Background: an optimization exercise with open tools, aiming at small area, a short achievable clock period and few clock cycles per item. Do not read the settings as production practice.
In this exercise RTL edits were held to simulation tests only and were not proved equivalent to the original.
Power and IR drop assume default switching activity.

==> flow/design.v, too long to show whole: its modules and the start of the top module <==
// module fc_sequencer: 54 lines
// module dot_product8: 2899 lines
// module fa_cell: 10 lines
// module ha_cell: 9 lines
// module relu_quantizer: 106 lines
// module fc_layer_top: 63 lines
module fc_layer_top (
    input  logic                  clk,
    input  logic                  rst_n,
    input  logic                  start,
    output logic                  finish,
    input  logic [31:0]           scale,
    output logic                  weight_rd_en,
    output logic [16-1:0] weight_rd_addr0,
    output logic [16-1:0] weight_rd_addr1,
    input  logic [63:0]           weight_rdata,
    output logic                  act_rd_en,
    output logic [16-1:0] act_rd_addr0,
    output logic [16-1:0] act_rd_addr1,
    input  logic [63:0]           act_rdata,
    output logic [3:0]            act_wr_we,
    output logic [16-1:0] act_wr_addr,
    output logic [31:0]           act_wr_data
);
  // ...
==> flow/run.sh <==
#!/bin/bash
# synth_recipe.tcl (not shown) runs the flow's synth.tcl, then flattens the netlist and writes it again
# the make line also repeats each setting of config.mk as NAME=value (left out here)
make -C /OpenROAD-flow-scripts/flow DESIGN_CONFIG=/design/flow/config.mk WORK_HOME=/design/flow/orfs CLKGATE_MAP_FILE= SYNTH_SCRIPT=/design/flow/synth_recipe.tcl finish
==> flow/config.mk <==
export PLATFORM = sky130hd
export DESIGN_NAME = fc_layer_top
export DESIGN_NICKNAME = fc_layer_top
export VERILOG_FILES = /design/flow/design.v
export SDC_FILE = /design/flow/constraint.sdc
export NUM_CORES = 4
export LEC_CHECK = 0
export CAP_MARGIN = 20
export CORE_MARGIN = 2
export CORE_UTILIZATION = 40
export SLEW_MARGIN = 20
export SYNTH_HIERARCHICAL = 1
==> flow/constraint.sdc <==
create_clock -name core_clock -period 14.5 [get_ports {clk}]
set_input_delay 2.9000 -clock core_clock [delete_from_list [all_inputs] [get_ports {clk}]]
set_output_delay 2.9000 -clock core_clock [all_outputs]
set_load 0.01 [all_outputs]
==> key figures, run 1 <==
CTS
  – Clk root buf: clkbuf_16
  – Post_cts resized: 0

Final layout
  – Area Growth Syn to Fin: 15.8%
  – Most common cell after layout, fill and taps aside: fa_1
  – Fin cells: 3,299
  – Clk tree area frac: 5.07%
  – Fraction of area in multi-input gates: 53.6%

STA
  – Final Hold Vio Count: 0
  – Slew Limit Fails: 0
  – Hold Slack: roughly 0.32 ns
  – Worst-Margin Slew: 0.808 ns

Global routing
  – GR Overflow Total: 0
  – Largest net degree at the start of global routing: 75
  – GR peak layer: met2

Power and ir drop
  – NetSw: roughly 0.0021 W
  – Total Power: 0.00558 W
  – Power Density: roughly 180 nW/um^2

Route
  – Wl on met1: between 20 and 30 mm
  – Antenna-violating nets left: 0

Status
  – Status: finished clean

Setup path
  – Critical Path Start Type: register
  – CP Buf/Inv Count: 1

Yosys
  – Top-count cell post-synth: fa_1
  – Post-Synth Simple-Gate Area: 14.0%
  – Synth cell count leaders: fa_1, nand2_1, dfxtp_1

Min path
  – Hold Startpoint: i_fc_sequencer.tag_first
Testbench counts, summed over its fixed seeds: cycles 144,960, layers 24.
==> inputs of run 2 (changes only) <==
==> flow/flow/run.sh (new file) <==
#!/bin/bash
# The standard layout, except that the port buffers are the platform's
# smallest plain buffer instead of a delay buffer.
set -euo pipefail
export BUFFER_PORTS_ARGS="-buffer_cell sky130_fd_sc_hd__buf_1"
bash standard.sh > standard.log 2>&1
==> flow/standard.sh (new file) <==
#!/bin/bash
# synth_recipe.tcl (not shown) runs the flow's synth.tcl, then flattens the netlist and writes it again
# the make line also repeats each setting of config.mk as NAME=value (left out here)
make -C /OpenROAD-flow-scripts/flow DESIGN_CONFIG=/design/flow/config.mk WORK_HOME=/design/flow/orfs CLKGATE_MAP_FILE= SYNTH_SCRIPT=/design/flow/synth_recipe.tcl "${@:-finish}"
--- a/flow/config.mk
+++ b/flow/config.mk
@@ -10,2 +10,3 @@
 export CORE_UTILIZATION = 40
+export CTS_BUF_LIST = sky130_fd_sc_hd__clkbuf_8
 export SLEW_MARGIN = 20
removed: flow/run.sh
==> run 2 against run 1 <==
- still clean
- routed wire length is 3.4% higher
- cell area is 5.0% lower
- sequential share of layout area is 1.5 points higher
- die area stayed put
- sequential cell count stayed put
- via count is 2.5% higher
- critical path depth stayed put
- first-iteration DRC count is 3.1% lower
- power is 0.89% lower
- largest cell class unchanged
- largest power group unchanged
==> key figures, run 2 <==
Route
  – DRC: 0
  – WL final: 75.0 mm
  – Routed vias/inst: between 4 and 5
  – Detailed-route via count: 16,800
  – First-iteration detailed-routing DRC count: 1,127
  – Average wire per standard cell: 22.4 um
  – Antenna-violating nets left: 0 (unchanged)
  – DRT Pass-1 Iters: 5

Final layout
  – Most common cell after layout, fill and taps aside: fa_1
  – Share of cells above drive strength 1: 6.18%
  – Design Area, Final: 29,000 um^2
  – Area Growth Syn to Fin: 10.0%
  – Final core occ: 44.3%
  – Total Nets Final: 3,198
  – Fin cells: 3,355 (+1.7%)
  – Commonest non-fill, non-tap cells in the layout: fa_1, nand2_1, dfxtp_1
  – Biggest regs: i_dot_product8.a_q: 64 flops, i_dot_product8.w_q: 64 flops

Place
  – Port Buffers: 251
  – Placed cells: 3,219
  – RePlAce Congestion: 0.956
  – Dpl hpwl: 61.1 mm
  – Placement Cell Area: 27,400 um^2

Yosys
  – Mean Syn Cell Area: 11.5 um^2
  – Synth Warn #: 9
  – Synth area leader: fa_1
  – Yosys cell types: 75
  – Synthesis-stage register bit count: 408
  – Most common flop cell mapped by yosys: dfxtp_1
  – Mapped Cells: 2,279
  – Post-synth EDFFs: 30
  – Synth cell count leaders: fa_1, nand2_1, dfxtp_1
  – Top-count cell post-synth: fa_1
  – Yosys top cell area share: 41.5%
  – Post-synth ARST share: 0%
  – Synth area leaders: fa_1, dfxtp_1, nand2_1, edfxtp_1, ha_1
  – Register area share after synthesis: 32.2%
  – Post-Syn Area: 26,300 um^2

CTS
  – Clk root buf: clkbuf_8
  – Max Buffers Root-to-Sink: 3
  – H-Tree Depth: 3
  – CTS tree: built
  – Num CTS Buffers: 76
  – Clock slew at reported path FFs: 0.06 ns
  – Skew-Pair Late Insertion Delay: 0.69 ns
  – Setup bufs post-CTS: 0
  – Post_cts resized: 0 (unchanged)
  – Clock sink total: slightly above 400
  – CTS Hold Bufs: 0

Global routing
  – Total Routing Usage GR: 22.8%
  – Vias in the first global route: 18,600
  – First-pass GRT wire length: 114 mm
  – Initial antenna violation count: 3
  – GR Overflow Total: 0 (unchanged)
  – Largest net degree at the start of global routing: 75 (unchanged)

STA
  – Period utilization: 29.9%
  – Final Hold Vio Count: 0 (unchanged)
  – Setup TNS: 0 ns
  – Worst-Margin Slew: 0.806 ns (-0.00216 ns)
  – Max Clock Skew: 0.0464 ns
  – Hold Slack: 0.324 ns (-0.000325 ns)
  – Slew Limit Fails: 0 (unchanged)
  – Relative slew slack: 46.3%
  – Final min period: approximately 4.3 ns
  – Unrepaired setup endpoints after global routing: no
  – Max Fclk: about 230 MHz
  – Setup violators final: 0

Setup path
  – Arrival @ worst endpoint: approximately 1.4 ns
  – R2R setup slack: 10.38 ns
  – Critical-path top delay cell: dfxtp_1
  – Cell breakdown of the critical path: buf_1
  – R2R depth: 9
  – CP endpoint kind: primary output
  – CP top delay family: flip-flops
  – R2R Path End: i_dot_product8.r909
  – Critical path class: register to primary output
  – Slowest stage delay, CP: 0.55 ns
  – Critical-path maximum fanout: 10
  – Critical Path Start Type: register
  – R2r startpoint: i_dot_product8.a_q[10]
  – Critical Path RT: 11.60 ns
  – CP Buf/Inv Count: 1 (unchanged)

Flow run
  – Max_cap viols: 0

Power and ir drop
  – Leakage: 11.1 nW
  – Flop pwr share: a little under a third
  – Power Density: 191 nW/um^2 (+4.3%)
  – Switch share: 39.6%
  – Worst vdd ir: 0.0904 mV
  – Combinational share of power: roughly half
  – Pint: about 0.0033 W
  – Clock power frac: a little over a fifth
  – NetSw: 0.00219 W (+2.7%)

Floorplanning
  – Full die area: 67,900 um^2
  – Core Rows: 94
  – Initial Util: between 40% and 50%
  – Die Y: 261 um
  – Die W: 261 um
  – # IOs: between 200 and 300
  – Core Region: 65,400 um^2

Status
  – Status: finished clean

Min path
  – WHS Path Cells: 0
  – Hold path endpoint: i_dot_product8.l_q
  – Worst hold-check path type: register to register
  – Hold Startpoint: i_fc_sequencer.tag_last
## run 2: cell count changes in the layout (fill, tap and decap cells not counted), moves of 2 or more
cell and delta:
clkinv_2 +7, clkdlybuf4s50_1 -251, inv_6 +3, inv_1 +14, inv_12 +2, clkbuf_1 -10
clkbuf_8 +84, clkbuf_16 -45, clkinvlp_4 +2, bufinv_16 -2, clkinv_16 -2, buf_1 +251
## run 2: layout make-up
| cell class | count | area [um^2] |
|---|---|---|
| multi-input combinational | 1559 | 16300 |
| inverter | 133 | 499 |
| sequential | 408 | 8470 |
| antenna | 1 | 2.50 |
| timing repair buffer | 255 | 972 |
| tap | 864 | 1080 |
| fill | 6105 | 36400 |
| clock buffer | 96 | 1320 |
| clock inverter | 39 | 264 |
## run 2: layer usage
layer	global-route usage [%]	part of all wire (%)	wire (um)	up-vias
met2	38.2	49	36600	740
met1	28.3	39	29400	8628
met5	0	0.040	30	-
met3	5.08	7.4	5560	190
met4	10.4	4.5	3360	4
li1	-	-	-	7189
## run 2: worst max-delay path by stage
stage | endpoint | depth (start not counted) | startpoint | slack [ns]
global route | weight_rd_addr0[3] | 1 | i_fc_sequencer.waddr[3] | 10.10
finish | weight_rd_addr1[3] | 1 | i_fc_sequencer.waddr[3] | 10.16
detailed placement | i_fc_sequencer.aaddr[7] | 5 | rst_n | 10.40
floorplan | i_relu_quantizer.sbit | 5 | scale[7] | 10.60
global placement | i_relu_quantizer.sbit | 6 | scale[7] | 10.46
CTS | weight_rd_addr1[3] | 1 | i_fc_sequencer.waddr[3] | 10.13
## run 2: cell families after synthesis
| kind of cell | after synthesis | share of synthesized area [%] |
|---|---|---|
| AND/OR/NAND/NOR | 816 | 14.0 |
| XOR/XNOR | 30 | 0.998 |
| adder cells (fa/ha/maj) | 602 | 44.2 |
| other | 3 | 0.0428 |
| flip-flops | 408 | 32.2 |
| AO/OA/AOI/OAI | 72 | 2.04 |
| multiplexers | 9 | 0.447 |
| buffers and inverters | 339 | 6.10 |
## run 2: per-module statistics from Yosys, one instance, submodules excluded, excerpt
module / flops+latches / area, um^2 / cells inside / copies in the design
fa_cell: 0 / 20.0 / 1 / 511
relu_quantizer: 101 / 5680 / 538 / 1
fc_sequencer: 26 / 1460 / 166 / 1
ha_cell: 0 / 12.5 / 1 / 8
dot_product8: 281 / 8850 / 1056 / 1
## run 2: metrics by stage
stage | worst slack (ns) | total power [W]
final | 10.16 | 0.00553
after global routing | 10.10 | 0.00606
after CTS | 10.13 | 0.00562
after detailed placement | 10.40 | 0.00445
after global placement | 10.46 | 0.00433
after floorplan | 10.60 | 0.00351
## run 2: power by group through the flow
stage               clock [W]  sequential (W)  combinational (W)
global placement            0         0.00173            0.00261
detailed placement          0         0.00173            0.00271
global route          0.00123         0.00174            0.00309
CTS                   0.00119         0.00171            0.00272
finish                0.00115         0.00171            0.00267
floorplan                   0         0.00163            0.00188
==> inputs of run 3 (changes only) <==
--- a/flow/config.mk
+++ b/flow/config.mk
@@ -10,3 +10,3 @@
 export CORE_UTILIZATION = 40
-export CTS_BUF_LIST = sky130_fd_sc_hd__clkbuf_8
+export CTS_BUF_LIST = sky130_fd_sc_hd__clkbuf_4
 export SLEW_MARGIN = 20
==> run 3 against run 2 <==
- clock skew increased by 0.032 ns
- cell count is 1.7% higher
- sequential cell count unchanged
- combinational power is essentially flat
- area after synthesis unchanged
- sequential power hardly changed
- power down 2.1%
- critical path depth stayed put
- largest power group unchanged
==> key figures, run 3 <==
Setup path
  – Arrival @ worst endpoint: 1.64 ns (+0.20 ns)
  – CP endpoint kind: primary output
  – CP Launch Point: i_fc_sequencer.waddr[3]
  – Critical Path RT: 11.60 ns (about the same)
  – R2R Path End: i_dot_product8.r909
  – Critical path class: register to primary output
  – Critical-path maximum fanout: 10 (unchanged)
  – CP top delay family: flip-flops
  – R2R depth: 9 (unchanged)
  – Cell breakdown of the critical path: buf_1
  – Critical-path top delay cell: dfxtp_1
  – R2R setup slack: 10.35 ns (-0.03 ns)
  – Critical Path Start Type: register
  – Slowest stage delay, CP: 0.54 ns (about the same)
  – R2r startpoint: i_dot_product8.w_q[14]
  – CP Buf/Inv Count: 1 (unchanged)

Route
  – DRT Pass-1 Iters: 5 (unchanged)
  – Average wire per standard cell: 21.9 um (-1.9%)
  – First-iteration detailed-routing DRC count: 1,121 (-0.53%)
  – Antenna-violating nets left: 0 (unchanged)
  – Detailed-route via count: 17,000 (+1.6%)
  – DRC: 0 (unchanged)
  – Routed vias/inst: 4.99 (about the same)
  – WL final: 74.8 mm (-0.19%)

Power and ir drop
  – Leakage: 11.1 nW (-0.25%)
  – Clock power frac: 19.4% (-1.4 points)
  – Worst vdd ir: 0.0883 mV (-2.4%)
  – Flop pwr share: 31.5% (+0.6 points)
  – Pint: 0.00326 W (-2.2%)
  – Power Density: 188 nW/um^2 (-1.5%)
  – Switch share: 39.7% (+0.11 points)
  – NetSw: 0.00215 W (-1.8%)
  – Combinational share of power: 49.0% (+0.7 points)

STA
  – Max Fclk: 220 MHz (-4.4%)
  – Period utilization: 31.3% (+1.4 points)
  – Worst-Margin Slew: 0.805 ns (-0.000628 ns)
  – Setup TNS: 0 ns (unchanged)
  – Setup violators final: 0 (unchanged)
  – Final min period: 4.54 ns (+0.200 ns)
  – Relative slew slack: 46.3% (about the same)
  – Slew Limit Fails: 0 (unchanged)
  – Max Clock Skew: 0.0786 ns (+0.0322 ns)
  – Final Hold Vio Count: 0 (unchanged)
  – Unrepaired setup endpoints after global routing: no

CTS
  – Setup bufs post-CTS: 0 (unchanged)
  – Post_cts resized: 0 (unchanged)
  – Max Buffers Root-to-Sink: 3 (unchanged)
  – Clock sink total: 408 (unchanged)
  – Clock slew at reported path FFs: 0.06 ns (about the same)
  – Skew-Pair Late Insertion Delay: 0.91 ns (+0.22 ns)
  – H-Tree Depth: 3 (unchanged)
  – Num CTS Buffers: 110 (+45%)
  – Clk root buf: clkbuf_4
  – CTS Hold Bufs: 0 (unchanged)
  – CTS tree: built

Final layout
  – Area of the multi-input gates: 16,300 um^2 (unchanged)
  – Total Nets Final: 3,232 (+1.1%)
  – Sequential Area: 8470 um^2 (unchanged)
  – Area Growth Syn to Fin: 9.44%
  – Fillers: 6,179 (+1.2%)
  – Biggest regs: i_dot_product8.a_q: 64 flops, i_dot_product8.w_q: 64 flops
  – Commonest non-fill, non-tap cells in the layout: fa_1, nand2_1, dfxtp_1
  – Fin cells: 3,412 (+1.7%)
  – Most common cell after layout, fill and taps aside: fa_1
  – Share of cells above drive strength 1: 8.05% (+1.9 points)

Floorplanning
  – # IOs: 282 (unchanged)
  – Initial Util: 40.2% (unchanged)
  – Die Y: 261 um (unchanged)
  – Die W: 261 um (unchanged)
  – Core Rows: 94 (unchanged)
  – Core Region: 65,400 um^2 (unchanged)
  – Full die area: 67,900 um^2 (unchanged)

Place
  – Placed cells: 3,219 (unchanged)
  – Port Buffers: 251 (unchanged)
  – RePlAce Congestion: 0.956 (unchanged)
  – Dpl hpwl: 61.1 mm (unchanged)

Yosys
  – Synthesis-stage register bit count: 408 (unchanged)
  – Yosys cell types: 75 (unchanged)
  – Synth area leader: fa_1
  – Register area share after synthesis: 32.2% (unchanged)
  – Post-Syn Area: 26,300 um^2 (unchanged)
  – Synth Warn #: 9 (unchanged)
  – Top-count cell post-synth: fa_1
  – Yosys top cell area share: 41.5% (unchanged)
  – Synth cell count leaders: fa_1, nand2_1, dfxtp_1
  – Post-synth EDFFs: 30 (unchanged)
  – Most common flop cell mapped by yosys: dfxtp_1
  – Synth area leaders: fa_1, dfxtp_1, nand2_1, edfxtp_1, ha_1
  – Mean Syn Cell Area: 11.5 um^2 (unchanged)
  – Post-synth ARST share: 0% (unchanged)
  – Mapped Cells: 2,279 (unchanged)

Global routing
  – Vias in the first global route: 18,800 (+1.3%)
  – First-pass GRT wire length: 114 mm (+0.18%)
  – Total Routing Usage GR: 22.9% (about the same)
  – GR Util met3: 5.48% (+0.40 points)
  – GR Overflow Total: 0 (unchanged)
  – GR peak layer: met2
  – Met1 Track Usage GR: 28.2% (-0.13 points)
  – Initial antenna violation count: 3 (unchanged)
  – M2 GR Usage: 38.3% (+0.096 points)
  – Largest net degree at the start of global routing: 75 (unchanged)

Flow run
  – Max_cap viols: 0 (unchanged)

Min path
  – WHS Path Cells: 0 (unchanged)
  – Worst hold-check path type: register to register
  – Hold Startpoint: i_dot_product8.f_q
  – Hold path endpoint: i_dot_product8.f_r

Status
  – Status: finished clean
[run 3: cell type report]
type	instances	share of cell area [%]
multi-input cells	1559	56.8
flip-flops and latches	408	29.4
clock buffers	159	4.14
well taps	864	3.75
repair buffers	255	3.38
inverters	133	1.73
clock inverters	32	0.821
diodes	2	0.0174
[run 3: routing by layer]
layer | part of all wire, % | vias up
li1 | - | 7317
met1 | 39 | 8691
met2 | 49 | 823
met3 | 8.3 | 190
met4 | 4.0 | 2
met5 | 0.016 | -
[run 3: through the flow]
stage | total power [W] | utilization (%) | hold WS [ns] | area [um^2] | setup slack [ns]
2_1_floorplan | 0.00351 | - | 0.310 | 26400 | 10.60
3_3_place_gp | 0.00433 | 41.9 | 0.313 | 27400 | 10.46
3_5_place_dp | 0.00445 | 41.9 | 0.316 | 27400 | 10.40
4_1_cts | 0.00552 | 44.0 | 0.331 | 28800 | 9.87
5_1_grt | 0.00598 | 44.0 | 0.336 | 28800 | 9.83
6_report | 0.00542 | 44.0 | 0.327 | 28800 | 9.96
[run 3: kinds of logic (layout without fill, tap and decap cells)]
kind of cell / count (synthesis) / after routing / synth area share [%]
AOI/OAI and AO/OA: 72 / 72 / 2.04
xor gates and xnor gates: 30 / 30 / 0.998
adders and majority gates: 602 / 602 / 44.2
buffers and inverters: 339 / 579 / 6.10
DFF: 408 / 408 / 32.2
muxes: 9 / 9 / 0.447
other: 3 / 32 / 0.0428
and+or+nand+nor: 816 / 816 / 14.0
[run 3: how the worst max path moves through the flow]
stage / end / cells past startpoint / slack (ns)
after floorplan: i_relu_quantizer.sbit / 5 / 10.60
after global placement: i_relu_quantizer.sbit / 6 / 10.46
after detailed placement: i_fc_sequencer.aaddr[7] / 5 / 10.40
after CTS: weight_rd_addr1[3] / 1 / 9.87
after global routing: weight_rd_addr0[3] / 1 / 9.83
final: weight_rd_addr1[3] / 1 / 9.96
[run 3: power by group through the flow]
stage          registers (W)  clock network (W)  logic, W
4_1_cts              0.00171            0.00110   0.00271
3_3_place_gp         0.00173                  0   0.00261
2_1_floorplan        0.00163                  0   0.00188
6_report             0.00171            0.00105   0.00266
5_1_grt              0.00174            0.00116   0.00308
3_5_place_dp         0.00173                  0   0.00271
[run 3: modules after synthesis, one instance, submodules excluded, a selection]
module	cells inside	cell area [um^2]	copies in the design	flops+latches
fa_cell	1	20.0	511	0
relu_quantizer	538	5680	1	101
dot_product8	1056	8850	1	281
ha_cell	1	12.5	8	0
fc_sequencer	166	1460	1	26
==> inputs of run 4 (changes only) <==
--- a/flow/config.mk
+++ b/flow/config.mk
@@ -10,3 +10,2 @@
 export CORE_UTILIZATION = 40
-export CTS_BUF_LIST = sky130_fd_sc_hd__clkbuf_4
 export SLEW_MARGIN = 20
==> run 4 against run 3 <==
- still clean
- clock power grew 22%
- setup slack better by 0.28 ns
- cell area rose by 0.91%
- count of clock-buffer cells in the layout is 98 lower
- global-route usage down 0.21 points
- routed wire length shrank 0.55%
- non-clock buffer count unchanged
- largest cell class unchanged
- highest routed layer unchanged
==> key figures, run 4 <==
Status
  – Status: finished clean

CTS
  – Post_cts resized: 0 (unchanged)
  – Clk root buf: clkbuf_16
  – Num CTS Buffers: 48 (-56%)
  – Clock slew at reported path FFs: 0.06 ns (about the same)
  – CTS Hold Bufs: 0 (unchanged)
  – H-Tree Depth: 2 (-1)
  – CTS tree: built
  – Skew-Pair Late Insertion Delay: 0.61 ns (-0.30 ns)
  – Setup bufs post-CTS: 0 (unchanged)
  – Clock sink total: 408 (unchanged)
  – Max Buffers Root-to-Sink: 3 (unchanged)

Place
  – Port Buffers: 251 (unchanged)
  – RePlAce Congestion: 0.956 (unchanged)
  – Dpl hpwl: 61.1 mm (unchanged)

Yosys
  – Mapped Cells: 2,279 (unchanged)
  – Synth Warn #: 9 (unchanged)
  – Register area share after synthesis: 32.2% (unchanged)
  – Post-synth ARST share: 0% (unchanged)
  – Most common flop cell mapped by yosys: dfxtp_1
  – Synth cell count leaders: fa_1, nand2_1, dfxtp_1
  – Yosys cell types: 75 (unchanged)
  – Mean Syn Cell Area: 11.5 um^2 (unchanged)
  – Synth area leader: fa_1
  – Synthesis-stage register bit count: 408 (unchanged)
  – Post-Syn Area: 26,300 um^2 (unchanged)
  – Top-count cell post-synth: fa_1
  – Yosys top cell area share: 41.5% (unchanged)
  – Post-synth EDFFs: 30 (unchanged)
  – Synth area leaders: fa_1, dfxtp_1, nand2_1, edfxtp_1, ha_1

Flow run
  – Max_cap viols: 0 (unchanged)

Floorplanning
  – # IOs: 282 (unchanged)
  – Core Region: 65,400 um^2 (unchanged)
  – Initial Util: 40.2% (unchanged)
  – Die W: 261 um (unchanged)
  – Core Rows: 94 (unchanged)
  – Full die area: 67,900 um^2 (unchanged)
  – Die Y: 261 um (unchanged)

Final layout
  – Biggest regs: i_dot_product8.a_q: 64 flops, i_dot_product8.w_q: 64 flops
  – Total Nets Final: 3,170 (-1.9%)
  – Area Growth Syn to Fin: 10.4%
  – Commonest non-fill, non-tap cells in the layout: fa_1, nand2_1, dfxtp_1
  – Antenna cells: 0 (-2)
  – Fillers: 6,079 (-1.6%)
  – Share of cells above drive strength 1: 4.79% (-3.3 points)
  – Most common cell after layout, fill and taps aside: fa_1

Setup path
  – Critical Path Start Type: register
  – Critical path class: register to primary output
  – R2R depth: 9 (unchanged)
  – Arrival @ worst endpoint: 1.36 ns (-0.28 ns)
  – Cell breakdown of the critical path: buf_1
  – R2R setup slack: 10.38 ns (+0.03 ns)
  – Slowest stage delay, CP: 0.54 ns (about the same)
  – Critical-path top delay cell: dfxtp_1
  – Cell count along the critical path: 1 (unchanged)
  – Critical-path maximum fanout: 10 (unchanged)
  – CP top delay family: flip-flops
  – CP endpoint kind: primary output
  – R2r startpoint: i_dot_product8.a_q[10]
  – Critical Path RT: 11.60 ns (about the same)
  – CP Buf/Inv Count: 1 (unchanged)
  – R2R Path End: i_dot_product8.r909

Global routing
  – Total Routing Usage GR: 22.6% (-0.21 points)
  – Initial antenna violation count: 1 (-2)
  – Largest net degree at the start of global routing: 75 (unchanged)
  – Vias in the first global route: 18,400 (-2.6%)
  – GR Overflow Total: 0 (unchanged)
  – First-pass GRT wire length: 113 mm (-0.66%)

STA
  – Setup TNS: 0 ns (unchanged)
  – Hold Slack: 0.326 ns (-0.00112 ns)
  – Max Clock Skew: 0.0262 ns (-0.0524 ns)
  – Max Fclk: 235 MHz (+6.5%)
  – Worst-Margin Slew: 0.815 ns (+0.00922 ns)
  – Period utilization: 29.4% (-1.9 points)
  – Final min period: 4.26 ns (-0.276 ns)
  – Unrepaired setup endpoints after global routing: no
  – Setup violators final: 0 (unchanged)
  – Relative slew slack: 45.7% (-0.61 points)
  – Final Hold Vio Count: 0 (unchanged)
  – Slew Limit Fails: 0 (unchanged)

Power and ir drop
  – Leakage: 11.0 nW (-0.21%)
  – Worst vdd ir: 0.102 mV (+16%)
  – Power Density: 194 nW/um^2 (+3.4%)

Min path
  – Worst hold-check path type: register to register
  – Hold Startpoint: i_dot_product8.f_q
  – Hold path endpoint: i_dot_product8.f_r
  – WHS Path Cells: 0 (unchanged)

Route
  – Antenna-violating nets left: 0 (unchanged)
  – DRT Pass-1 Iters: 7 (+2)
  – Average wire per standard cell: 22.5 um (+2.5%)
  – WL final: 74.4 mm (-0.55%)
  – Routed vias/inst: 5.01 (+0.37%)
  – First-iteration detailed-routing DRC count: 1,110 (-0.98%)
  – DRC: 0 (unchanged)
  – Detailed-route via count: 16,600 (-2.7%)
[run 4: changes by cell type in the layout (fill, tap and decap cells not counted), sizes merged]
| cell | delta |
|---|---|
| bufinv | +2 |
| clkinvlp | +5 |
| inv | +2 |
| clkinv | -12 |
| diode | -2 |
| clkbuf | -98 |
[run 4: cell families (layout without fill, tap and decap cells)]
logic type	after synthesis	after routing	share of synthesized area, %
and+or+nand+nor	816	816	14.0
adders and majority gates	602	602	44.2
DFF	408	408	32.2
buffers and inverters	339	478	6.10
AOI/OAI and AO/OA	72	72	2.04
xor gates and xnor gates	30	30	0.998
muxes	9	9	0.447
other	3	30	0.0428
[run 4: per-layer routing]
layer | wire, um | vias to the layer above | share of wire, % | global-route usage [%]
li1 | - | 7128 | - | -
met4 | 3330 | 2 | 4.5 | 9.63
met1 | 29200 | 8530 | 39 | 28.0
met5 | 12 | - | 0.016 | 0
met2 | 36300 | 703 | 49 | 38.2
met3 | 5590 | 207 | 7.5 | 5.26
[run 4: how the worst max path moves through the flow]
stage,startpoint,to,slack [ns]
final,i_fc_sequencer.waddr[3],weight_rd_addr1[3],10.24
after global routing,i_fc_sequencer.waddr[3],weight_rd_addr0[3],10.17
after CTS,i_fc_sequencer.waddr[3],weight_rd_addr1[3],10.21
after detailed placement,rst_n,i_fc_sequencer.aaddr[7],10.40
after global placement,scale[7],i_relu_quantizer.sbit,10.46
after floorplan,scale[7],i_relu_quantizer.sbit,10.60
[run 4: through the flow]
| step | cell area [um^2] | power [W] | utilization [%] | instances | worst slack [ns] |
|---|---|---|---|---|---|
| after detailed placement | 27400 | 0.00445 | 41.9 | 3219 | 10.40 |
| final | 29100 | 0.00565 | 44.5 | 3309 | 10.24 |
| after global placement | 27400 | 0.00433 | 41.9 | 3219 | 10.46 |
| after floorplan | 26400 | 0.00351 | - | 2306 | 10.60 |
| after CTS | 29100 | 0.00574 | 44.5 | 3309 | 10.21 |
| after global routing | 29100 | 0.00618 | 44.5 | 3309 | 10.17 |
[run 4: modules after synthesis (local to each module, per instance), excerpt]
| module | cells inside | area, um^2 | times used |
|---|---|---|---|
| dot_product8 | 1056 | 8850 | 1 |
| fa_cell | 1 | 20.0 | 511 |
| fc_sequencer | 166 | 1460 | 1 |
| ha_cell | 1 | 12.5 | 8 |
| relu_quantizer | 538 | 5680 | 1 |
[run 4: layout make-up]
type / instances / area (um^2) / share of cell area, %
sequential: 408 / 8470 / 29.1
inverter: 133 / 499 / 1.72
tap: 864 / 1080 / 3.72
clock buffer: 61 / 1340 / 4.62
multi-input combinational: 1559 / 16300 / 56.2
clock inverter: 29 / 355 / 1.22
timing repair buffer: 255 / 972 / 3.34
[run 4: power by group]
group	leakage, nW	switching (W)	internal (W)	total (W)
Combinational	6.77	0.00144	0.00123	0.00267
Sequential	3.45	0.000223	0.00148	0.00171
Clock	0.820	0.000521	0.000756	0.00128
Total	11.0	0.00218	0.00347	0.00565
==> inputs of run 5 (changes only) <==
--- a/flow/config.mk
+++ b/flow/config.mk
@@ -10,2 +10,4 @@
 export CORE_UTILIZATION = 40
+export CTS_CLUSTER_DIAMETER = 100
+export CTS_CLUSTER_SIZE = 30
 export SLEW_MARGIN = 20
==> run 5 against run 4 <==
- power down 9.4%
- die area unchanged
- cell count down 1.5%
- critical path type unchanged
- non-clock buffer count unchanged
- sequential cell count unchanged
- via count down 1.5%
- largest power group unchanged
- utilization down 1.4 points
- routed wire length down 1.7%
- count of clock-buffer cells in the layout down 31
- clock power down 42%
- critical path depth unchanged
==> key figures, run 5 <==
Status
  – Status: finished clean

Final layout
  – Commonest non-fill, non-tap cells in the layout: fa_1, nand2_1, dfxtp_1
  – Biggest regs: i_dot_product8.a_q: 64 flops, i_dot_product8.w_q: 64 flops
  – Sequential Area: 8470 um^2 (unchanged)
  – Fin cells: 3,259 (-1.5%)
  – Design Area, Final: 28,200 um^2 (-3.2%)
  – Most common cell after layout, fill and taps aside: fa_1
  – Total Nets Final: 3,145 (-0.79%)
  – Fillers: 6,141 (+1.0%)
  – Area Growth Syn to Fin: 6.96%
  – Area of the multi-input gates: 16,300 um^2 (unchanged)
  – Antenna cells: 0 (unchanged)
  – Share of cells above drive strength 1: 2.92% (-1.9 points)

STA
  – Final Hold Vio Count: 0 (unchanged)
  – Setup WS post-layout: 10.27 ns (+0.0273 ns)
  – Setup violators final: 0 (unchanged)
  – Max Clock Skew: 0.0355 ns (+0.00931 ns)
  – Slew Limit Fails: 0 (unchanged)
  – Unrepaired setup endpoints after global routing: no
  – Worst-Margin Slew: 0.802 ns (-0.0128 ns)
  – Max Fclk: 236 MHz (+0.65%)
  – Relative slew slack: 46.5% (+0.86 points)
  – Period utilization: 29.2% (-0.19 points)
  – Setup TNS: 0 ns (unchanged)
  – Final min period: 4.23 ns (-0.0273 ns)

Setup path
  – R2R depth: 9 (unchanged)
  – Critical Path RT: 11.60 ns (about the same)
  – Slowest stage delay, CP: 0.55 ns (about the same)
  – Critical path class: register to primary output
  – CP endpoint kind: primary output
  – Critical Path Start Type: register
  – CP top delay family: flip-flops
  – R2R setup slack: 10.41 ns (+0.03 ns)
  – R2r startpoint: i_dot_product8.a_q[9]
  – CP Buf/Inv Count: 1 (unchanged)
  – Cell breakdown of the critical path: buf_1
  – R2R Path End: i_dot_product8.r909
  – Critical-path maximum fanout: 10 (unchanged)
  – Critical-path top delay cell: dfxtp_1
  – Arrival @ worst endpoint: 1.33 ns (-0.03 ns)

Floorplanning
  – Die Y: 261 um (unchanged)
  – Initial Util: 40.2% (unchanged)
  – Core Region: 65,400 um^2 (unchanged)
  – # IOs: 282 (unchanged)
  – Full die area: 67,900 um^2 (unchanged)
  – Die W: 261 um (unchanged)
  – Core Rows: 94 (unchanged)

Yosys
  – Synth area leader: fa_1
  – Yosys cell types: 75 (unchanged)
  – Synth area leaders: fa_1, dfxtp_1, nand2_1, edfxtp_1, ha_1
  – Synthesis-stage register bit count: 408 (unchanged)
  – Synth Warn #: 9 (unchanged)
  – Top-count cell post-synth: fa_1
  – Post-synth EDFFs: 30 (unchanged)
  – Yosys top cell area share: 41.5% (unchanged)
  – Most common flop cell mapped by yosys: dfxtp_1
  – Post-synth ARST share: 0% (unchanged)
  – Synth cell count leaders: fa_1, nand2_1, dfxtp_1
  – Mean Syn Cell Area: 11.5 um^2 (unchanged)
  – Post-Syn Area: 26,300 um^2 (unchanged)
  – Mapped Cells: 2,279 (unchanged)
  – Register area share after synthesis: 32.2% (unchanged)

Route
  – First-iteration detailed-routing DRC count: 1,144 (+3.1%)
  – Average wire per standard cell: 22.5 um (-0.18%)
  – WL final: 73.2 mm (-1.7%)
  – Antenna-violating nets left: 0 (unchanged)
  – Detailed-route via count: 16,300 (-1.5%)
  – DRC: 0 (unchanged)
  – Routed vias/inst: 5.01 (about the same)
  – DRT Pass-1 Iters: 7 (unchanged)

CTS
  – Skew-Pair Late Insertion Delay: 0.59 ns (-0.02 ns)
  – CTS tree: built
  – H-Tree Depth: 1 (-1)
  – Num CTS Buffers: 23 (-52%)
  – Post_cts resized: 0 (unchanged)
  – Clk root buf: clkbuf_16
  – Setup bufs post-CTS: 0 (unchanged)
  – CTS Hold Bufs: 0 (unchanged)
  – Max Buffers Root-to-Sink: 3 (unchanged)
  – Clock sink total: 408 (unchanged)
  – Clock slew at reported path FFs: 0.09 ns (+0.03 ns)

Global routing
  – GR Overflow Total: 0 (unchanged)
  – Largest net degree at the start of global routing: 75 (unchanged)
  – Initial antenna violation count: 2 (+1)
  – Total Routing Usage GR: 22.2% (-0.44 points)
  – First-pass GRT wire length: 111 mm (-1.7%)
  – Vias in the first global route: 18,000 (-1.9%)

Min path
  – Worst hold-check path type: register to register
  – Hold Startpoint: i_fc_sequencer.tag_first
  – WHS Path Cells: 0 (unchanged)
  – Hold path endpoint: i_dot_product8.f_q

Power and ir drop
  – Leakage: 10.6 nW (-4.0%)
  – Power Density: 182 nW/um^2 (-6.5%)
  – Total Power: 0.00512 W (-9.4%)
  – Worst vdd ir: 0.122 mV (+19%)

Place
  – Placement Cell Area: 27,400 um^2 (unchanged)
  – Dpl hpwl: 61.1 mm (unchanged)
  – Post-placement setup slack: 10.40 ns (unchanged)
  – Port Buffers: 251 (unchanged)
  – RePlAce Congestion: 0.956 (unchanged)
  – Placed cells: 3,219 (unchanged)

Flow run
  – Max_cap viols: 0 (unchanged)
run 5: cell counts after synthesis:
Identical to the previous run, type by type.
run 5: layer usage:
layer	up-vias	routed length (um)	global-route usage (%)
met5	-	26	0
met4	4	2800	7.76
met2	664	35900	38.0
met3	166	5520	4.46
met1	8434	29000	28.0
li1	7048	-	-
run 5: power by group:
group | switching [W] | internal [W] | leakage [nW] | total, W
combinational | 0.00144 | 0.00123 | 6.77 | 0.00267
sequential | 0.000223 | 0.00148 | 3.45 | 0.00171
clock | 0.000417 | 0.000332 | 0.377 | 0.000748
total | 0.00208 | 0.00304 | 10.6 | 0.00512
run 5: Yosys stat by module (local to each module, per instance), excerpt:
| module | copies in the design | flops+latches | cells | cell area (um^2) |
|---|---|---|---|---|
| ha_cell | 8 | 0 | 1 | 12.5 |
| fc_sequencer | 1 | 26 | 166 | 1460 |
| fa_cell | 511 | 0 | 1 | 20.0 |
| relu_quantizer | 1 | 101 | 538 | 5680 |
| dot_product8 | 1 | 281 | 1056 | 8850 |
run 5: layout make-up:
cell class	count	share of cell area [%]
well taps	864	3.84
inverters	133	1.77
flip-flops and latches	408	30.1
clock inverters	10	0.498
repair buffers	255	3.45
multi-input cells	1559	58.1
clock buffers	30	2.28
run 5: worst max-delay path by stage:
stage / startpoint / endpoint / slack (ns) / cells after the start
after floorplan: scale[7] / i_relu_quantizer.sbit / 10.60 / 5
after global placement: scale[7] / i_relu_quantizer.sbit / 10.46 / 6
after detailed placement: rst_n / i_fc_sequencer.aaddr[7] / 10.40 / 5
after CTS: i_fc_sequencer.waddr[3] / weight_rd_addr1[3] / 10.24 / 1
after global routing: i_fc_sequencer.waddr[3] / weight_rd_addr0[3] / 10.18 / 1
final: i_fc_sequencer.waddr[3] / weight_rd_addr1[3] / 10.27 / 1
run 5: cell families after synthesis:
family / count (synthesis) / synth area share (%)
other: 3 / 0.0428
and+or+nand+nor: 816 / 14.0
muxes: 9 / 0.447
DFF: 408 / 32.2
AOI/OAI and AO/OA: 72 / 2.04
adders and majority gates: 602 / 44.2
xor gates and xnor gates: 30 / 0.998
buffers and inverters: 339 / 6.10
run 5: per-stage QoR:
step                      hold WS (ns)  util (%)
after floorplan                  0.310         -
after global placement           0.313      41.9
after detailed placement         0.316      41.9
after CTS                        0.333      43.1
after global routing             0.338      43.1
final                            0.333      43.1
==> inputs of run 6 (changes only) <==
==> flow/flow/run.sh (replaced) <==
#!/bin/bash
# The standard layout, except that:
# - the port buffers are the platform's smallest plain buffer instead of a
#   delay buffer;
# - timing repair aims for setup slack well above zero, so that the layout
#   runs faster than the 14.5 ns it has to meet.
set -euo pipefail
export BUFFER_PORTS_ARGS="-buffer_cell sky130_fd_sc_hd__buf_1"
export SETUP_SLACK_MARGIN=10.5
export SKIP_GATE_CLONING=1
bash standard.sh > standard.log 2>&1
--- a/flow/config.mk
+++ b/flow/config.mk
@@ -10,4 +10,2 @@
 export CORE_UTILIZATION = 40
-export CTS_CLUSTER_DIAMETER = 100
-export CTS_CLUSTER_SIZE = 30
 export SLEW_MARGIN = 20
==> run 6 against run 5 <==
- critical path type unchanged
- first-iteration DRC count grew 4.3%
- worst hold slack lost 0.0072 ns
- critical path depth is the same
- clock skew shrank 0.0098 ns
- clock power grew 71%
- still clean
- count of clock-buffer cells in the layout grew 31
- utilization grew 3.0 points
- routed wire length grew 3.9%
- cell area grew 6.9%
- synthesized cell count is the same
- global-route usage grew 0.85 points
==> key figures, run 6 <==
Status
  – Status: finished clean

STA
  – Max Clock Skew: 0.0257 ns (-0.00976 ns)
  – Relative slew slack: 46.1% (-0.42 points)
  – Setup violators final: 0 (unchanged)
  – Unrepaired setup endpoints after global routing: yes
  – Final min period: 4.10 ns (-0.137 ns)
  – Setup TNS: 0 ns (unchanged)
  – Worst-Margin Slew: 0.808 ns (+0.00629 ns)
  – Final Hold Vio Count: 0 (unchanged)
  – Setup WS post-layout: 10.40 ns (+0.137 ns)
  – Slew Limit Fails: 0 (unchanged)
  – Max Fclk: 244 MHz (+3.3%)
  – Period utilization: 28.2% (-0.95 points)

Global routing
  – First-pass GRT wire length: 115 mm (+3.7%)
  – M2 GR Usage: 39.2% (+1.2 points)
  – GR Util met3: 5.26% (+0.81 points)
  – GR Overflow Total: 0 (unchanged)
  – Initial antenna violation count: 1 (-1)
  – Vias in the first global route: 18,700 (+4.1%)
  – Total Routing Usage GR: 23.0% (+0.85 points)
  – Met1 Track Usage GR: 28.3% (+0.29 points)
  – Largest net degree at the start of global routing: 75 (unchanged)
  – GR peak layer: met2

Setup path
  – Critical Path RT: 11.60 ns (about the same)
  – Slowest stage delay, CP: 0.44 ns (-0.11 ns)
  – Critical-path top delay cell: edfxtp_1
  – Arrival @ worst endpoint: 1.20 ns (-0.13 ns)
  – CP Buf/Inv Count: 1 (unchanged)
  – CP endpoint kind: primary output
  – Cell breakdown of the critical path: clkbuf_2
  – Critical Path Start Type: register
  – Critical path class: register to primary output
  – Critical-path maximum fanout: 5 (-5)
  – CP top delay family: flip-flops

Final layout
  – Biggest regs: i_dot_product8.a_q: 64 flops, i_dot_product8.w_q: 64 flops
  – Commonest non-fill, non-tap cells in the layout: fa_1, nand2_1, dfxtp_1
  – Most common cell after layout, fill and taps aside: fa_1
  – Area Growth Syn to Fin: 14.3%
  – Antenna cells: 0 (unchanged)
  – Share of cells above drive strength 1: 12.7% (+9.8 points)
  – Design Area, Final: 30,100 um^2 (+6.9%)
  – Total Nets Final: 3,220 (+2.4%)

CTS
  – Clock slew at reported path FFs: 0.06 ns (-0.03 ns)
  – CTS tree: built
  – H-Tree Depth: 2 (+1)
  – Clk root buf: clkbuf_16
  – CTS Hold Bufs: 0 (unchanged)
  – Num CTS Buffers: 48 (+110%)
  – Skew-Pair Late Insertion Delay: 0.61 ns (+0.02 ns)
  – Max Buffers Root-to-Sink: 3 (unchanged)
  – Clock sink total: 408 (unchanged)

Power and ir drop
  – Flop pwr share: 30.1% (-3.2 points)
  – NetSw: 0.00219 W (+5.1%)
  – Switch share: 38.7% (-2.0 points)
  – Leakage: 11.7 nW (+10%)
  – Clock power frac: 22.6% (+8.0 points)
  – Power Density: 188 nW/um^2 (+3.3%)
  – Pint: 0.00347 W (+14%)
  – Combinational share of power: 47.3% (-4.8 points)
  – Worst vdd ir: 0.102 mV (-16%)

Yosys
  – Synth area leaders: fa_1, dfxtp_1, nand2_1, edfxtp_1, ha_1
  – Synth Area in XOR/XNOR: 0.998% (unchanged)
  – Yosys cell types: 75 (unchanged)
  – Mux contribution to synthesized area: 0.447% (unchanged)
  – Post-Synth Simple-Gate Area: 14.0% (unchanged)
  – Mapped Cells: 2,279 (unchanged)
  – Yosys top cell area share: 41.5% (unchanged)
  – Most common flop cell mapped by yosys: dfxtp_1
  – Synthesis-stage register bit count: 408 (unchanged)
  – Post-synth ARST share: 0% (unchanged)
  – Synth Area in Compound Gates: 2.04% (unchanged)
  – Synth area leader: fa_1
  – Largest family of logic cells by synthesized area: adder cells
  – Post-Synth Adder-Cell Area: 44.2% (unchanged)
  – Post-synth EDFFs: 30 (unchanged)
  – Mean Syn Cell Area: 11.5 um^2 (unchanged)
  – Synth Warn #: 9 (unchanged)
  – Post-Syn Area: 26,300 um^2 (unchanged)
  – Register area share after synthesis: 32.2% (unchanged)
  – Top-count cell post-synth: fa_1
  – Synth cell count leaders: fa_1, nand2_1, dfxtp_1

Flow run
  – Max_cap viols: 0 (unchanged)

Route
  – WL final: 76.1 mm (+3.9%)
  – DRT Pass-1 Iters: 5 (-2)
  – First-iteration detailed-routing DRC count: 1,193 (+4.3%)
  – Routed vias/inst: 5.03 (+0.50%)
  – Average wire per standard cell: 22.6 um (+0.84%)
  – DRC: 0 (unchanged)
  – Detailed-route via count: 16,900 (+3.6%)
  – Antenna-violating nets left: 0 (unchanged)

Place
  – RePlAce Congestion: 0.956 (unchanged)
  – Placement Cell Area: 27,400 um^2 (unchanged)
  – Post-placement setup slack: 10.40 ns (unchanged)
  – Dpl hpwl: 61.1 mm (unchanged)
  – Port Buffers: 251 (unchanged)

Floorplanning
  – Die W: 261 um (unchanged)
  – # IOs: 282 (unchanged)
  – Initial Util: 40.2% (unchanged)
  – Full die area: 67,900 um^2 (unchanged)
  – Core Rows: 94 (unchanged)
  – Die Y: 261 um (unchanged)
  – Core Region: 65,400 um^2 (unchanged)

Min path
  – Worst hold-check path type: register to register
## run 6: final timing paths
path / from / end / slack [ns] / cells past startpoint
min reg2reg: i_dot_product8.f_q / i_dot_product8.f_r / 0.33 / 0
min: i_dot_product8.f_q / i_dot_product8.f_r / 0.33 / 0
max: i_relu_quantizer.q[1] / act_wr_data[25] / 10.40 / 1
max reg2reg: i_dot_product8.a_q[45] / i_dot_product8.r909 / 10.55 / 7
## run 6: through the flow
step | total power, W | instances | hold slack [ns] | util [%]
floorplan | 0.00351 | 2306 | 0.310 | -
global placement | 0.00433 | 3219 | 0.313 | 41.9
detailed placement | 0.00445 | 3219 | 0.316 | 41.9
CTS | 0.00574 | 3353 | 0.330 | 45.8
global route | 0.00619 | 3359 | 0.334 | 46.0
finish | 0.00565 | 3359 | 0.326 | 46.0
## run 6: cells by family after synthesis
logic type,Yosys count
DFF,408
xor gates and xnor gates,30
other,3
adders and majority gates,602
muxes,9
and+or+nand+nor,816
AOI/OAI and AO/OA,72
buffers and inverters,339
## run 6: per-layer routing
layer	routed length (um)	up-vias	part of all wire (%)
met3	5900	216	7.8
met1	29400	8701	39
met2	37500	748	49
met5	12	-	0.016
met4	3200	2	4.2
li1	-	7234	-
## run 6: final cells by class
type                       count  area [um^2]
fill                        5953        35300
clock buffer                  61         1340
multi-input combinational   1559        16300
inverter                     133          499
clock inverter                29          355
sequential                   408         8630
tap                          864         1080
timing repair buffer         305         1830
## run 6: Yosys stat by module (local to each module, per instance), excerpt
| module | area [um^2] | cells inside | flip-flops and latches | times used |
|---|---|---|---|---|
| relu_quantizer | 5680 | 538 | 101 | 1 |
| fc_sequencer | 1460 | 166 | 26 | 1 |
| dot_product8 | 8850 | 1056 | 281 | 1 |
| ha_cell | 12.5 | 1 | 0 | 8 |
| fa_cell | 20.0 | 1 | 0 | 511 |
## run 6: repair_timing
item	CTS	global route
resized for setup	196	47
buffers inserted	44	6
endpoints found under the setup margin	93	90
## run 6: power groups by stage
stage | combinational (W) | clock, W | sequential (W)
2_1_floorplan | 0.00188 | 0 | 0.00163
6_report | 0.00267 | 0.00128 | 0.00170
3_3_place_gp | 0.00261 | 0 | 0.00173
3_5_place_dp | 0.00271 | 0 | 0.00173
5_1_grt | 0.00309 | 0.00136 | 0.00173
4_1_cts | 0.00272 | 0.00131 | 0.00171
==> module fc_sequencer, before the edit <==
module fc_sequencer (
    input  logic                   clk,
    input  logic                   rst_n,
    input  logic                   start,
    output logic                   weight_rd_en,
    output logic [16-1:0]  weight_rd_addr0,
    output logic [16-1:0]  weight_rd_addr1,
    output logic                   act_rd_en,
    output logic [16-1:0]  act_rd_addr0,
    output logic [16-1:0]  act_rd_addr1,
    output logic                   tag_valid,
    output logic                   tag_first,
    output logic                   tag_last
);
    localparam logic [13:0] w_first = 14'(1020);
    localparam logic [13:0] w_last  = 14'(1020 + 120 * 400 / 4 - 2);
    localparam logic [9:0]  a_first = 10'(592);
    localparam logic [9:0]  a_last  = 10'(592 + 400 / 4 - 2);
    logic        issue;
    logic [13:0] waddr;    
    logic [9:0]  aaddr;    
    assign weight_rd_en    = issue;
    assign act_rd_en       = issue;
    assign weight_rd_addr0 = {2'b00, waddr[13:1], 1'b0};
    assign weight_rd_addr1 = {2'b00, waddr[13:1], 1'b1};
    assign act_rd_addr0    = {6'b000000, aaddr[9:1], 1'b0};
    assign act_rd_addr1    = {6'b000000, aaddr[9:1], 1'b1};
    always_ff @(posedge clk) begin
        if (!rst_n) begin
            issue <= 1'b0;
            waddr <= w_first;
            aaddr <= a_first;
        end else if (issue) begin
            if (waddr == w_last) begin
                issue <= 1'b0;
            end
            waddr <= waddr + 14'd2;
            aaddr <= (aaddr == a_last) ? a_first : aaddr + 10'd2;
        end else begin
            issue <= start;
            waddr <= w_first;
            aaddr <= a_first;
        end
    end
    always_ff @(posedge clk) begin
        if (!rst_n) begin
            tag_valid <= 1'b0;
        end else begin
            tag_valid <= issue;
        end
        tag_first <= aaddr == a_first;
        tag_last  <= aaddr == a_last;
    end
endmodule
==> module relu_quantizer, before the edit <==
module relu_quantizer (
    input  logic                   clk,
    input  logic                   rst_n,
    input  logic [31:0]            scale,
    input  logic [23:0]            acc_s,
    input  logic [23:0]            acc_c,
    input  logic                   sum_valid,
    output logic [3:0]             act_wr_we,
    output logic [16-1:0]  act_wr_addr,
    output logic [31:0]            act_wr_data,
    output logic                   finish
);
    localparam logic [9:0] o_first = 10'(692);
    localparam logic [9:0] o_last  = 10'(692 + 120 / 4 - 1);
    logic [23:0] sum_s;
    logic [23:0] sum_c;
    logic [23:0] v;        
    logic [22:0] r;        
    logic [22:0] hs;       
    logic [22:0] hc;       
    logic [22:0] x;
    logic [22:0] fs;
    logic [22:0] fc;
    logic        p;        
    logic        sbit;     
    logic [4:0]  k;        
    logic        busy;
    logic        fin;
    logic        sat;
    logic [6:0]  q;        
    logic [1:0]  lane;
    logic [9:0]  oaddr;
    assign sum_s = acc_s ^ 24'h00fffe;
    assign sum_c = acc_c ^ 24'h01fffc;
    always_comb begin
        logic [23:0] g;
        logic [23:0] t;
        g = sum_s & sum_c;
        t = sum_s ^ sum_c;
        for (int d = 1; d < 24; d = d * 2) begin
            for (int i = 2 * d - 1; i < 24; i = i + 2 * d) begin
                g[i] = g[i] | (t[i] & g[i - d]);
                t[i] = t[i] & t[i - d];
            end
        end
        for (int d = 8; d >= 1; d = d / 2) begin
            for (int i = 3 * d - 1; i < 24; i = i + 2 * d) begin
                g[i] = g[i] | (t[i] & g[i - d]);
                t[i] = t[i] & t[i - d];
            end
        end
        v = (sum_s ^ sum_c) ^ {g[22:0], 1'b0};
    end
    assign x  = sbit ? r : 23'd0;
    assign fs = hs ^ hc ^ x;
    assign fc = (hs & hc) | (x & (hs ^ hc));
    assign p  = fs[0];
    assign act_wr_addr = {6'b000000, oaddr};
    assign act_wr_data = {4{1'b0, q}};
    always_ff @(posedge clk) begin
        if (sum_valid) begin
            r <= v[23] ? 23'd0 : v[22:0];
            hs <= '0;
            hc <= '0;
            sat <= 1'b0;
        end else begin
            hs <= {1'b0, fs[22:1]};
            hc <= fc;
            if (busy && (k[4:3] == 2'b11 || k == 5'd0)) begin
                sat <= sat | p;
            end
        end
        sbit <= scale[sum_valid ? 5'd0 : k];
        k <= sum_valid ? 5'd1 : k + 5'd1;
        if (busy && k >= 5'd17 && k <= 5'd23) begin
            q <= {p, q[6:1]};
        end else if (fin && (sat || hs != '0 || hc != '0)) begin
            q <= 7'd127;
        end
    end
    always_ff @(posedge clk) begin
        if (!rst_n) begin
            busy <= 1'b0;
            fin <= 1'b0;
            act_wr_we <= 4'b0000;
            lane <= 2'd0;
            oaddr <= o_first;
            finish <= 1'b0;
        end else begin
            if (sum_valid) begin
                busy <= 1'b1;
            end else if (k == 5'd0) begin
                busy <= 1'b0;
            end
            fin <= busy && k == 5'd0;
            act_wr_we <= fin ? 4'b0001 << lane : 4'b0000;
            finish <= act_wr_we != 4'b0000 && lane == 2'd3 && oaddr == o_last;
            if (act_wr_we != 4'b0000) begin
                lane <= lane + 2'd1;
                if (lane == 2'd3) begin
                    oaddr <= (oaddr == o_last) ? o_first : oaddr + 10'd1;
                end
            end
        end
    end
endmodule
==> inputs of run 7 (changes only) <==
--- a/flow/design.v
+++ b/flow/design.v
@@ -18,5 +18,7 @@
     localparam logic [9:0]  a_last  = 10'(592 + 400 / 4 - 2);
+    localparam logic [7:0] a_first8 = a_first[7:0];
+    localparam logic [7:0] a_last8  = a_last[7:0];
     logic        issue;
     logic [13:0] waddr;    
-    logic [9:0]  aaddr;    
+    logic [7:0]  aaddr;    
     assign weight_rd_en    = issue;
@@ -25,4 +27,4 @@
     assign weight_rd_addr1 = {2'b00, waddr[13:1], 1'b1};
-    assign act_rd_addr0    = {6'b000000, aaddr[9:1], 1'b0};
-    assign act_rd_addr1    = {6'b000000, aaddr[9:1], 1'b1};
+    assign act_rd_addr0    = {6'b000000, 2'b10, aaddr[7:1], 1'b0};
+    assign act_rd_addr1    = {6'b000000, 2'b10, aaddr[7:1], 1'b1};
     always_ff @(posedge clk) begin
@@ -31,5 +33,5 @@
             waddr <= w_first;
-            aaddr <= a_first;
+            aaddr <= a_first8;
         end else if (issue) begin
-            if (waddr == w_last) begin
+            if ((waddr & w_last) == w_last) begin
                 issue <= 1'b0;
@@ -37,3 +39,3 @@
             waddr <= waddr + 14'd2;
-            aaddr <= (aaddr == a_last) ? a_first : aaddr + 10'd2;
+            aaddr <= ((aaddr & a_last8) == a_last8) ? a_first8 : aaddr + 8'd2;
         end else begin
@@ -41,3 +43,3 @@
             waddr <= w_first;
-            aaddr <= a_first;
+            aaddr <= a_first8;
         end
@@ -50,4 +52,4 @@
         end
-        tag_first <= aaddr == a_first;
-        tag_last  <= aaddr == a_last;
+        tag_first <= (aaddr & ~a_first8) == 8'd0;
+        tag_last  <= (aaddr & a_last8) == a_last8;
     end
@@ -2984,4 +2986,4 @@
 );
-    localparam logic [9:0] o_first = 10'(692);
-    localparam logic [9:0] o_last  = 10'(692 + 120 / 4 - 1);
+    localparam logic [7:0] o_first = 8'(692);
+    localparam logic [7:0] o_last  = 8'(692 + 120 / 4 - 1);
     logic [23:0] sum_s;
@@ -3003,3 +3005,3 @@
     logic [1:0]  lane;
-    logic [9:0]  oaddr;
+    logic [7:0]  oaddr;
     assign sum_s = acc_s ^ 24'h00fffe;
@@ -3029,3 +3031,3 @@
     assign p  = fs[0];
-    assign act_wr_addr = {6'b000000, oaddr};
+    assign act_wr_addr = {6'b000000, 2'b10, oaddr};
     assign act_wr_data = {4{1'b0, q}};
@@ -3072,3 +3074,3 @@
                 if (lane == 2'd3) begin
-                    oaddr <= (oaddr == o_last) ? o_first : oaddr + 10'd1;
+                    oaddr <= (oaddr == o_last) ? o_first : oaddr + 8'd1;
                 end
==> flow/flow/run.sh (replaced) <==
#!/bin/bash
# The standard layout, except that the port buffers are the platform's
# smallest plain buffer instead of a delay buffer.
set -euo pipefail
export BUFFER_PORTS_ARGS="-buffer_cell sky130_fd_sc_hd__buf_1"
bash standard.sh > standard.log 2>&1
--- a/flow/config.mk
+++ b/flow/config.mk
@@ -10,2 +10,4 @@
 export CORE_UTILIZATION = 40
+export CTS_CLUSTER_DIAMETER = 100
+export CTS_CLUSTER_SIZE = 30
 export SLEW_MARGIN = 20
==> run 7 against run 6 <==
- sequential share of layout area grew 1.3 points
- largest power group unchanged
- worst hold slack gained 0.012 ns
- still clean on timing, DRC and antenna
- clock skew grew 0.0099 ns
- power shrank 9.8%
- utilization shrank 2.7 points
- sequential cell count shrank 4
- non-clock buffer count shrank 55
- maximum frequency shrank 3.4%
==> key figures, run 7 <==
STA
  – Worst-Margin Slew: 0.908 ns (+0.100 ns)
  – Unrepaired setup endpoints after global routing: no
  – Relative slew slack: 39.5% (-6.7 points)
  – Period utilization: 29.2% (+0.98 points)
  – Setup TNS: 0 ns (unchanged)
  – Max Clock Skew: 0.0357 ns (+0.00991 ns)
  – Max Fclk: 236 MHz (-3.4%)
  – Hold Slack: 0.338 ns (+0.0124 ns)
  – Setup WS post-layout: 10.26 ns (-0.142 ns)
  – Setup violators final: 0 (unchanged)
  – Slew Limit Fails: 0 (unchanged)
  – Final Hold Vio Count: 0 (unchanged)
  – Final min period: 4.24 ns (+0.142 ns)

Power and ir drop
  – Power Density: 183 nW/um^2 (-2.9%)
  – NetSw: 0.00206 W (-5.5%)
  – Clock power frac: 14.9% (-7.7 points)
  – Flop pwr share: 33.4% (+3.3 points)
  – Worst vdd ir: 0.150 mV (+48%)
  – Pint: 0.00304 W (-12%)
  – Combinational share of power: 51.7% (+4.4 points)
  – Leakage: 10.5 nW (-10%)
  – Switch share: 40.5% (+1.8 points)
  – Total Power: 0.00510 W (-9.8%)

Yosys
  – Yosys top cell area share: 41.7% (+0.28 points)
  – Post-synth ARST share: 0% (unchanged)
  – Register area share after synthesis: 32.1% (-0.088 points)
  – Top-count cell post-synth: fa_1
  – Synth area leaders: fa_1, dfxtp_1, nand2_1, edfxtp_1, ha_1
  – Synthesis-stage register bit count: 404 (-0.98%)
  – Synth Area in Compound Gates: 2.01% (-0.029 points)
  – Mean Syn Cell Area: 11.5 um^2 (about the same)
  – Post-Synth Adder-Cell Area: 44.4% (+0.20 points)
  – Synth area leader: fa_1
  – Post-Syn Area: 26,100 um^2 (-0.68%)
  – Post-synth EDFFs: 30 (unchanged)
  – Largest family of logic cells by synthesized area: adder cells
  – Synth Warn #: 9 (unchanged)
  – Synth cell count leaders: fa_1, nand2_1, dfxtp_1
  – Yosys cell types: 63 (-16%)
  – Synth Area in XOR/XNOR: 0.905% (-0.094 points)
  – Most common flop cell mapped by yosys: dfxtp_1
  – Post-Synth Simple-Gate Area: 13.8% (-0.23 points)
  – Mapped Cells: 2,264 (-0.66%)
  – Mux contribution to synthesized area: 0.493% (+0.046 points)

Route
  – WL final: 73.0 mm (-4.0%)
  – Detailed-route via count: 16,200 (-4.3%)
  – First-iteration detailed-routing DRC count: 1,238 (+3.8%)
  – Routed vias/inst: 5.01 (-0.40%)
  – Antenna-violating nets left: 0 (unchanged)
  – DRC: 0 (unchanged)
  – Average wire per standard cell: 22.6 um (-0.11%)
  – DRT Pass-1 Iters: 5 (unchanged)

Global routing
  – First-pass GRT wire length: 111 mm (-3.5%)
  – Total Routing Usage GR: 22.4% (-0.69 points)
  – Largest net degree at the start of global routing: 81 (+8.0%)
  – Initial antenna violation count: 0 (-1)
  – GR Overflow Total: 0 (unchanged)
  – Vias in the first global route: 18,300 (-2.3%)

Final layout
  – Biggest regs: i_dot_product8.a_q: 64 flops, i_dot_product8.w_q: 64 flops
  – Share of cells above drive strength 1: 3.08% (-9.6 points)
  – Antenna cells: 0 (unchanged)
  – Final core occ: 43.3% (-2.7 points)
  – Area Growth Syn to Fin: 6.89%
  – Most common cell after layout, fill and taps aside: fa_1
  – Commonest non-fill, non-tap cells in the layout: fa_1, nand2_1, dfxtp_1
  – Total Nets Final: 3,123 (-3.0%)

CTS
  – Clk root buf: clkbuf_16
  – Clock slew at reported path FFs: 0.11 ns (+0.05 ns)
  – Post_cts resized: 0 (-100%)
  – H-Tree Depth: 1 (-1)
  – CTS Hold Bufs: 0 (unchanged)
  – Max Buffers Root-to-Sink: 3 (unchanged)
  – Skew-Pair Late Insertion Delay: 0.59 ns (-0.02 ns)
  – CTS tree: built
  – Setup bufs post-CTS: 0 (-100%)
  – Clock sink total: 404 (-0.98%)
  – Num CTS Buffers: 22 (-54%)

Floorplanning
  – Initial Util: 40.5% (+0.23 points)
  – # IOs: 282 (unchanged)
  – Core Rows: 93 (-1.1%)
  – Full die area: 67,400 um^2 (-0.66%)
  – Core Region: 64,600 um^2 (-1.2%)
  – Die W: 260 um (-0.33%)
  – Die Y: 260 um (-0.33%)

Place
  – Post-placement setup slack: 10.21 ns (-0.193 ns)
  – Dpl hpwl: 60.0 mm (-1.8%)
  – RePlAce Congestion: 0.943 (-1.4%)
  – Port Buffers: 245 (-2.4%)

Min path
  – Worst hold-check path type: register to register

Setup path
  – CP top delay family: flip-flops
  – CP endpoint kind: primary output
  – CP Buf/Inv Count: 1 (unchanged)
  – Slowest stage delay, CP: 0.56 ns (+0.12 ns)
  – Critical-path top delay cell: dfxtp_1
  – Critical path class: register to primary output
  – Arrival @ worst endpoint: 1.34 ns (+0.14 ns)
  – Critical Path RT: 11.60 ns (about the same)
  – Cell breakdown of the critical path: buf_1
  – Critical-path maximum fanout: 9 (+4)
  – Critical Path Start Type: register

Flow run
  – Max_cap viols: 0 (unchanged)

Status
  – Status: finished clean
run 7: changes by cell type in the layout (fill, tap and decap cells not counted), moves of 22 or more:
cell and change:
buf_1 +76, dfxtp_4 -32, buf_4 -49, dfxtp_2 -36, clkbuf_16 -27, clkbuf_2 -22
dfxtp_1 +64, buf_6 -60
run 7: per-module statistics from Yosys, one instance, submodules excluded, excerpt:
module          flip-flops and latches  copies in the design
dot_product8                       281                     1
fa_cell                              0                   511
fc_sequencer                        24                     1
ha_cell                              0                     8
relu_quantizer                      99                     1
run 7: power by group through the flow:
| stage | Clock (W) | Sequential [W] | Combinational, W |
|---|---|---|---|
| after floorplan | 0 | 0.00161 | 0.00189 |
| after global placement | 0 | 0.00172 | 0.00257 |
| after detailed placement | 0 | 0.00173 | 0.00269 |
| after CTS | 0.000788 | 0.00170 | 0.00270 |
| after global routing | 0.000827 | 0.00173 | 0.00308 |
| final | 0.000759 | 0.00170 | 0.00264 |
run 7: final timing paths:
path                                         startpoint                   to  slack, ns  depth (start not counted)
worst max-delay path            i_fc_sequencer.waddr[3]   weight_rd_addr1[3]      10.26                          1
worst min-delay path                 i_dot_product8.l_q   i_dot_product8.l_r       0.34                          0
worst max register to register   i_dot_product8.w_q[52]  i_dot_product8.r921      10.48                          8
worst min register to register       i_dot_product8.l_q   i_dot_product8.l_r       0.34                          0
run 7: logic make-up after synthesis:
| logic type | after synthesis |
|---|---|
| other | 4 |
| AND/OR/NAND/NOR | 802 |
| AO/OA/AOI/OAI | 75 |
| adder cells (fa/ha/maj) | 600 |
| multiplexers | 10 |
| XOR/XNOR | 27 |
| buffers and inverters | 342 |
| flip-flops | 404 |
run 7: layout make-up:
class | instances | area [um^2]
Sequential cell | 404 | 8390
Fill cell | 6179 | 36600
Multi-Input combinational cell | 1550 | 16200
Tap cell | 855 | 1070
Clock inverter | 12 | 215
Timing Repair Buffer | 250 | 957
Clock buffer | 25 | 583
Inverter | 132 | 495
run 7: layer usage:
metal	track usage [%]	up-vias	part of all wire [%]
met5	0	-	0
met4	11.1	0	5.8
met3	2.36	210	5.3
met2	39.6	701	51
met1	27.1	8299	38
li1	-	6967	-
run 7: through the flow:
step | cells | instance area, um^2
finish | 3228 | 27900
CTS | 3228 | 27900
global placement | 3191 | 27100
global route | 3228 | 27900
floorplan | 2296 | 26300
detailed placement | 3191 | 27100
Testbench counts of run 7, summed over its fixed seeds: cycles 144,960, layers 24.

-- what the ideal ports hide --
The results above use ideal ports. As a check the final layouts listed here were re-extracted and re-timed, cells and wires unchanged.
Step 1, drivers: a clkbuf_16 drives clk and a buf_2 each remaining input, both assumed.
Step 2 also shifts input and output timing later by t, the mid clock arrival at the registers, as if the neighbouring blocks saw the same clock.
Slacks: ideal ports / drivers / drivers and shift; pairs: ideal ports / drivers.
| run | t, ns | setup slack, ns | pins driven straight from the clock port |
|---|---|---|---|
| run 1 | 0.657 | 9.801 / 9.740 / 9.815 | 1 |
| run 2 | 0.725 | 10.164 / 10.102 / 10.335 | 1 |
| run 3 | 0.921 | 9.963 / 9.913 / 10.352 | 1 |
| run 4 | 0.659 | 10.239 / 10.178 / 10.364 | 1 |
| run 5 | 0.638 | 10.267 / 10.203 / 10.387 | 1 |
| run 6 | 0.655 | 10.404 / 10.344 / 10.346 | 1 |
| run 7 | 0.633 | 10.262 / 10.203 / 10.232 | 1 |
After both steps setup and hold are still met in every run listed. For run 6, which loses most, drivers alone change the setup slack by -0.060 ns; drivers and shift together by -0.058 ns.
